From an optimization exercise on the open Yosys and OpenROAD flow, aimed at small area, a short achievable clock period and few clock cycles; shortcuts taken in it are not production practice.
Where RTL was checked, it was by simulation tests only, not by an equivalence proof against the original.
Power is estimated from default activity; no workload was simulated.

==> flow/design.v <==
`default_nettype none
package pfti_pkg;
    localparam int IndexBits = 31;
    localparam int CountBits = 16;
    localparam int FaceBits  = 30;
    localparam int PaddrBits = 3;
    localparam int PdataBits = 32;
    localparam logic [PaddrBits-1:0] CfgAddrFlip = 3'd0;
    localparam logic FuncHeader = 1'b0;
    localparam logic FuncVertex = 1'b1;
    localparam logic [1:0] HideNone  = 2'd0;
    localparam logic [1:0] HideFirst = 2'd1;
    localparam logic [1:0] HideLast  = 2'd2;
    localparam logic [1:0] HideBoth  = 2'd3;
    localparam int ItemBits = 1 + CountBits + 1 + IndexBits;
    localparam int ResultBits = 3 * IndexBits + FaceBits + 2 + IndexBits;
    localparam logic [1:0] FAN_SINGLE = 2'd0;
    localparam logic [1:0] FAN_FIRST  = 2'd1;
    localparam logic [1:0] FAN_MIDDLE = 2'd2;
    localparam logic [1:0] FAN_LAST   = 2'd3;
    localparam int JobBits = 3 * IndexBits + FaceBits + 2 + IndexBits + CountBits;
endpackage
`default_nettype wire
`default_nettype none
module polygon_fan_triangle_indexer (
    input  wire                                  clk,
    input  wire                                  rst_n,
    input  wire                                  item_valid,
    output logic                                 item_ready,
    input  wire [pfti_pkg::ItemBits-1:0]         item_data,
    output logic                                 result_valid,
    input  wire                                  result_ready,
    output logic [pfti_pkg::ResultBits-1:0]      result_data,
    input  wire                                  psel,
    input  wire                                  penable,
    input  wire                                  pwrite,
    input  wire [pfti_pkg::PaddrBits-1:0]        paddr,
    input  wire [pfti_pkg::PdataBits-1:0]        pwdata,
    output logic [pfti_pkg::PdataBits-1:0]       prdata,
    output logic                                 pready
);
    localparam int IndexBits = pfti_pkg::IndexBits;
    localparam int CountBits = pfti_pkg::CountBits;
    localparam int FaceBits  = pfti_pkg::FaceBits;
    logic flip_reg;
    logic cfg_write;
    assign pready    = 1'b1;
    assign cfg_write = psel && penable && pwrite && (paddr == pfti_pkg::CfgAddrFlip);
    assign prdata    = {31'b0, flip_reg && (paddr == pfti_pkg::CfgAddrFlip)};
    always_ff @(posedge clk or negedge rst_n)
    begin
        if (!rst_n)
            flip_reg <= 1'b0;
        else if (cfg_write)
            flip_reg <= pwdata[0];
    end
    logic                 item_func;
    logic [CountBits-1:0] item_count;
    logic                 item_hole;
    logic [IndexBits-1:0] item_index;
    assign {item_func, item_count, item_hole, item_index} = item_data;
    logic [FaceBits-1:0]  face_reg;
    logic [IndexBits-1:0] edge_reg;
    logic [CountBits-1:0] span_reg;
    logic                 gt1_reg, gt2_reg, eq3_reg, eq4_reg;
    logic                 live_reg;      
    logic                 stepping_reg;  
    logic [1:0]           pc_reg;        
    logic                 n3_reg;        
    logic                 fan_reg;       
    logic [IndexBits-1:0] ca_reg;
    logic [IndexBits-1:0] cb_reg;
    logic [IndexBits-1:0] cc_reg;
    logic [1:0]           hide_reg;      
    logic [1:0]           hn_reg;        
    logic [1:0]           mode_reg;      
    logic                 pend_reg;      
    logic hold;
    logic stepping;
    logic cut;
    logic take_header;
    logic take_vertex;
    logic emit;
    logic step;              
    logic live_next;
    logic [16:0] edge_lo_sum;
    logic        edge_hi_up;
    logic        carry_reg;      
    logic last;              
    assign hold = pend_reg && !result_ready;
    assign stepping = stepping_reg;
    assign item_ready = (!hold && (item_func == pfti_pkg::FuncVertex || !stepping))
                     || (item_func == pfti_pkg::FuncVertex && !live_reg);
    assign cut = item_valid && !hold && item_func == pfti_pkg::FuncHeader && stepping;
    assign take_header = item_valid && !hold && item_func == pfti_pkg::FuncHeader && !stepping;
    assign take_vertex = item_valid && !hold && item_func == pfti_pkg::FuncVertex && live_reg;
    assign emit        = take_vertex && pc_reg[1] && fan_reg;
    assign step        = take_vertex && pc_reg[1] && !n3_reg;
    assign last        = eq3_reg;
    assign edge_lo_sum = {1'b0, edge_reg[15:0]} + (stepping ? 17'd1 : {1'b0, span_reg});
    assign edge_hi_up  = carry_reg || (step && (&edge_reg[15:0]));
    always_comb
    begin
        case (pc_reg)
            2'd0:    live_next = gt1_reg;
            2'd1:    live_next = gt2_reg;
            default: live_next = !n3_reg && !last;
        endcase
    end
    always_ff @(posedge clk or negedge rst_n)
    begin
        if (!rst_n)
        begin
            face_reg <= '1;
            edge_reg <= '0;
            carry_reg <= 1'b0;
            span_reg <= '0;
            gt1_reg  <= 1'b0;
            gt2_reg  <= 1'b0;
            eq3_reg  <= 1'b0;
            eq4_reg  <= 1'b0;
            pc_reg   <= 2'd0;
            live_reg <= 1'b0;
            stepping_reg <= 1'b0;
            pend_reg <= 1'b0;
        end
        else
        begin
            if (take_header)
            begin
                face_reg <= face_reg + FaceBits'(1);
                span_reg <= item_count;
                gt1_reg  <= (item_count > CountBits'(1));
                gt2_reg  <= (item_count > CountBits'(2));
                eq3_reg  <= (item_count == CountBits'(3));
                eq4_reg  <= (item_count == CountBits'(4));
                pc_reg   <= 2'd0;
                live_reg <= (item_count != '0);
                stepping_reg <= 1'b0;
            end
            else if (cut)
            begin
                live_reg <= 1'b0;
                stepping_reg <= 1'b0;
            end
            else if (take_vertex)
            begin
                live_reg <= live_next;
                stepping_reg <= (pc_reg != 2'd0) && !n3_reg && live_next;
                if (pc_reg != 2'd3)
                    pc_reg <= pc_reg + 2'd1;
                if (step)
                begin
                    span_reg <= span_reg - CountBits'(1);
                    gt1_reg  <= (span_reg > CountBits'(2));
                    gt2_reg  <= (span_reg > CountBits'(3));
                    eq3_reg  <= (span_reg == CountBits'(4));
                    eq4_reg  <= (span_reg == CountBits'(5));
                end
            end
            if (take_header || step)
                edge_reg[15:0] <= edge_lo_sum[15:0];
            if (edge_hi_up)
                edge_reg[30:16] <= edge_reg[30:16] + 15'd1;
            carry_reg <= take_header && edge_lo_sum[16];
            if (!hold)
                pend_reg <= emit;
        end
    end
    always_ff @(posedge clk or negedge rst_n)
    begin
        if (!rst_n)
        begin
            hn_reg   <= 2'd0;
            mode_reg <= 2'd0;
        end
        else if (take_vertex)
        begin
            hn_reg   <= hn_next;
            mode_reg <= mode_next;
        end
    end
    always_ff @(posedge clk)
    begin
        if (take_header)
        begin
            n3_reg   <= (item_count == CountBits'(3));
            fan_reg  <= (item_count >= CountBits'(3)) && !item_hole;
        end
        if (take_vertex)
        begin
            if (!sa_reg[0])
                ca_reg <= ca_next;
            if (!sb_reg[1])
                cb_reg <= cb_next;
            if (!sc_reg[2])
                cc_reg <= cc_next;
            hide_reg  <= hide_next;
        end
    end
    logic [1:0] hide_next;
    logic [1:0] hn_next;
    logic [1:0] mode_next;
    logic [IndexBits-1:0] ca_next, cb_next, cc_next;
    always_comb
    begin
        if (n3_reg)
            hn_next = pfti_pkg::HideNone;
        else if (pc_reg == 2'd1)
            hn_next = pfti_pkg::HideFirst;
        else if (eq4_reg)
            hn_next = pfti_pkg::HideLast;
        else
            hn_next = pfti_pkg::HideBoth;
        hide_next = hn_reg;
        if (!flip_reg)
            mode_next = 2'd0;
        else if (hide_next == pfti_pkg::HideFirst)
            mode_next = 2'd2;
        else if (hide_next == pfti_pkg::HideLast)
            mode_next = 2'd3;
        else
            mode_next = 2'd1;
        ca_next = ({IndexBits{sa_reg[1]}} & cb_reg) | ({IndexBits{sa_reg[2]}} & cc_reg)
                | ({IndexBits{sa_reg[3]}} & item_index);
        cb_next = ({IndexBits{sb_reg[0]}} & ca_reg) | ({IndexBits{sb_reg[2]}} & cc_reg)
                | ({IndexBits{sb_reg[3]}} & item_index);
        cc_next = ({IndexBits{sc_reg[0]}} & ca_reg) | ({IndexBits{sc_reg[1]}} & cb_reg)
                | ({IndexBits{sc_reg[3]}} & item_index);
    end
    localparam logic [3:0] SrcA = 4'b0001;
    localparam logic [3:0] SrcB = 4'b0010;
    localparam logic [3:0] SrcC = 4'b0100;
    localparam logic [3:0] SrcX = 4'b1000;
    function automatic logic [11:0] sources(input logic pc0, input logic [1:0] mode,
                                            input logic [1:0] hn, input logic flip);
        logic [1:0] mn;
        logic [3:0] o_src, u_src;
        if (!flip)
            mn = 2'd0;
        else if (hn == pfti_pkg::HideFirst)
            mn = 2'd2;
        else if (hn == pfti_pkg::HideLast)
            mn = 2'd3;
        else
            mn = 2'd1;
        case (mode)
            2'd0:    begin o_src = SrcA; u_src = SrcB; end
            2'd1:    begin o_src = SrcA; u_src = SrcC; end
            2'd2:    begin o_src = SrcC; u_src = SrcB; end
            default: begin o_src = SrcB; u_src = SrcA; end
        endcase
        if (pc0)
            o_src = SrcX;
        case (mn)
            2'd0:    sources = {o_src, SrcX,  u_src};
            2'd1:    sources = {o_src, u_src, SrcX};
            2'd2:    sources = {u_src, SrcX,  o_src};
            default: sources = {SrcX,  o_src, u_src};
        endcase
    endfunction
    logic [3:0]  sa_reg, sb_reg, sc_reg;
    logic [3:0]  sa_d, sb_d, sc_d;
    logic        flip_d;
    logic [11:0] src_vertex, src_header, src_idle;
    assign flip_d     = cfg_write ? pwdata[0] : flip_reg;
    assign src_vertex = sources(1'b0, mode_next, hn_next, flip_d);
    assign src_header = sources(1'b1, mode_reg, hn_reg, flip_d);
    assign src_idle   = sources(pc_reg == 2'd0, mode_reg, hn_reg, flip_d);
    assign {sa_d, sb_d, sc_d} = take_vertex ? src_vertex
                              : take_header ? src_header : src_idle;
    always_ff @(posedge clk)
    begin
        sa_reg <= sa_d;
        sb_reg <= sb_d;
        sc_reg <= sc_d;
    end
    assign result_valid = pend_reg;
    assign result_data  = {ca_reg, cb_reg, cc_reg, face_reg, hide_reg, edge_reg};
endmodule
`default_nettype wire
clock: 4.0 ns
lec_check: 0
cap_margin: 20
core_margin: 2
core_utilization: 50
cts_cluster_diameter: 150
cts_cluster_size: 26
setup_slack_margin: 1.7
slew_margin: 20
standard.sh (not shown) runs the stock make flow with config.mk's settings and CLKGATE_MAP_FILE= SYNTH_SCRIPT=/design/flow/synth_recipe.tcl, a recipe that flattens the netlist after the stock synthesis.
==> flow/flow/run.sh <==
#!/bin/bash
# The standard layout, with plain buffers on the ports instead of the delay cell that
# buffer_ports picks by default. The full output of the run goes to standard.log.
set -euo pipefail
export BUFFER_PORTS_ARGS="-buffer_cell sky130_fd_sc_hd__buf_1"
bash standard.sh > standard.log 2>&1
The first run completed without violations.
Testbench counts at the start, summed over its fixed seeds: cycles 38,260.
Change:
- CTS_CLUSTER_DIAMETER: 150 -> unset
- CTS_CLUSTER_SIZE: 26 -> unset
Outcome: Worst setup slack improves by 0.0055 ns; maximum frequency stays flat; clock power rises by 65%; clock-buffer cell count grows by 17; flip-flop and latch count is unchanged; power increases by 10%.
Change:
- SETUP_SLACK_MARGIN: 1.7 -> 2.0
=> Worst setup slack is worse by 0.046 ns; synthesized area is unchanged; first-iteration DRC count shrinks by 3.1%.
Change:
- SETUP_SLACK_MARGIN: 2.0 -> 1.45
Result:
- utilization is lower by 12 points
- setup slack degrades by 0.11 ns
- clock power went down by 18%
- total power drops by 18%
- die area stays the same
- area after synthesis is unchanged
- wire length shrinks by 15%
- worst hold slack gets worse by 0.070 ns
- clock-buffer cell count rises by 6
- design area goes down by 17%
- sequential power is about the same


Setup of run P:
Another version of the RTL of polygon_fan_triangle_indexer (not shown whole).
For scale: ~200 flip-flops, roughly 280 I/O pins, ~10000 µm² of cells after synthesis.
// polygon_fan_triangle_indexer
module polygon_fan_triangle_indexer (
    input  wire                                  clk,
    input  wire                                  rst_n,
    input  wire                                  item_valid,
    output logic                                 item_ready,
    input  wire [pfti_pkg::ItemBits-1:0]         item_data,
    output logic                                 result_valid,
    input  wire                                  result_ready,
    output logic [pfti_pkg::ResultBits-1:0]      result_data,
    input  wire                                  psel,
    input  wire                                  penable,
    input  wire                                  pwrite,
    input  wire [pfti_pkg::PaddrBits-1:0]        paddr,
    input  wire [pfti_pkg::PdataBits-1:0]        pwdata,
    output logic [pfti_pkg::PdataBits-1:0]       prdata,
    output logic                                 pready
);
    localparam int IndexBits = pfti_pkg::IndexBits;
    localparam int CountBits = pfti_pkg::CountBits;
    localparam int FaceBits  = pfti_pkg::FaceBits;
    logic flip_reg;
    logic cfg_write;
    assign pready    = 1'b1;
    assign cfg_write = psel && penable && pwrite && (paddr == pfti_pkg::CfgAddrFlip);
    assign prdata    = {31'b0, flip_reg && (paddr == pfti_pkg::CfgAddrFlip)};
    always_ff @(posedge clk or negedge rst_n)
    begin
        if (!rst_n)
            flip_reg <= 1'b0;
        else if (cfg_write)
            flip_reg <= pwdata[0];
    end
    logic                 item_func;
    logic [CountBits-1:0] item_count;
    logic                 item_hole;
    logic [IndexBits-1:0] item_index;
    assign {item_func, item_count, item_hole, item_index} = item_data;
    logic [FaceBits-1:0]  face_reg;
    logic [IndexBits-1:0] edge_reg;
    logic [CountBits-1:0] span_reg;
    logic                 live_reg;      
  ...
export LEC_CHECK = 0
export CAP_MARGIN = 20
export CORE_MARGIN = 2
export CORE_UTILIZATION = 50
export SETUP_SLACK_MARGIN = 1.0
export SLEW_MARGIN = 20
create_clock -name core_clock -period 4.0 [get_ports {clk}]
Scripts as last shown in full above: flow/flow/run.sh
### run P -> run Z
Settings: swapping 1.0 for 1.7 in SETUP_SLACK_MARGIN.
==> comparison <==
- Routability congestion estimate, run P and run Z: higher on run P
- In run Z, met1 demand-to-capacity share in global routing is lower than in run P.
- Run P vs run Z, type of the tightest min-delay check: reg2reg vs in2async
- [run Z] net switching power rose about 8% relative to run P
- Where first-pass GRT wire length is concerned, run P is better than run Z.
- Run Z reports its highest-delay cell along the critical path as sky130_fd_sc_hd__or4_4 while run P reports sky130_fd_sc_hd__ha_1.
- In run Z, mean number of vias per cell is lower than in run P.
- Taking run P as the reference point, the critical path depth of run Z rises by 1.
Function was not checked in any run of this note: the RTL went through the layout flow alone.

## static timing again, ports no longer ideal
Ports are ideal in the flow. The routed layouts listed here were re-timed in OpenROAD.
Step 1: set_driving_cell puts a clkbuf_16 on clk and a buf_2 on each other input, an assumption about the parent block.
Step 2 also shifts input and output timing later by t, the mid clock arrival at the registers, as if the neighbouring blocks saw the same clock.
a / b / c = no drivers / after step 1 / after step 2; a / b = the first two.
run	t (ns)	setup WS [ns]	hold slack, ns	worst setup path after step 2
the first run of note 1	0.503	1.695 / 1.659 / 1.242	0.297 / 0.275 / 0.484	input to register
the second run of note 1	0.560	1.700 / 1.677 / 1.166	0.260 / 0.233 / 0.468	input to register
the third run of note 1	0.556	1.654 / 1.654 / 1.123	0.333 / 0.309 / 0.456	input to register
the fourth run of note 1	0.550	1.542 / 1.565 / 1.020	0.263 / 0.237 / 0.474	input to register
run P	0.476	1.139 / 1.155 / 0.682	0.474 / 0.462 / 0.474	input to register
run Z	0.476	1.307 / 1.307 / 0.931	0.437 / 0.412 / 0.483	input to register
After both steps every run listed still meets setup and hold. For the second run of note 1, which loses most, drivers alone change the setup slack by -0.023 ns; drivers and shift together by -0.534 ns.
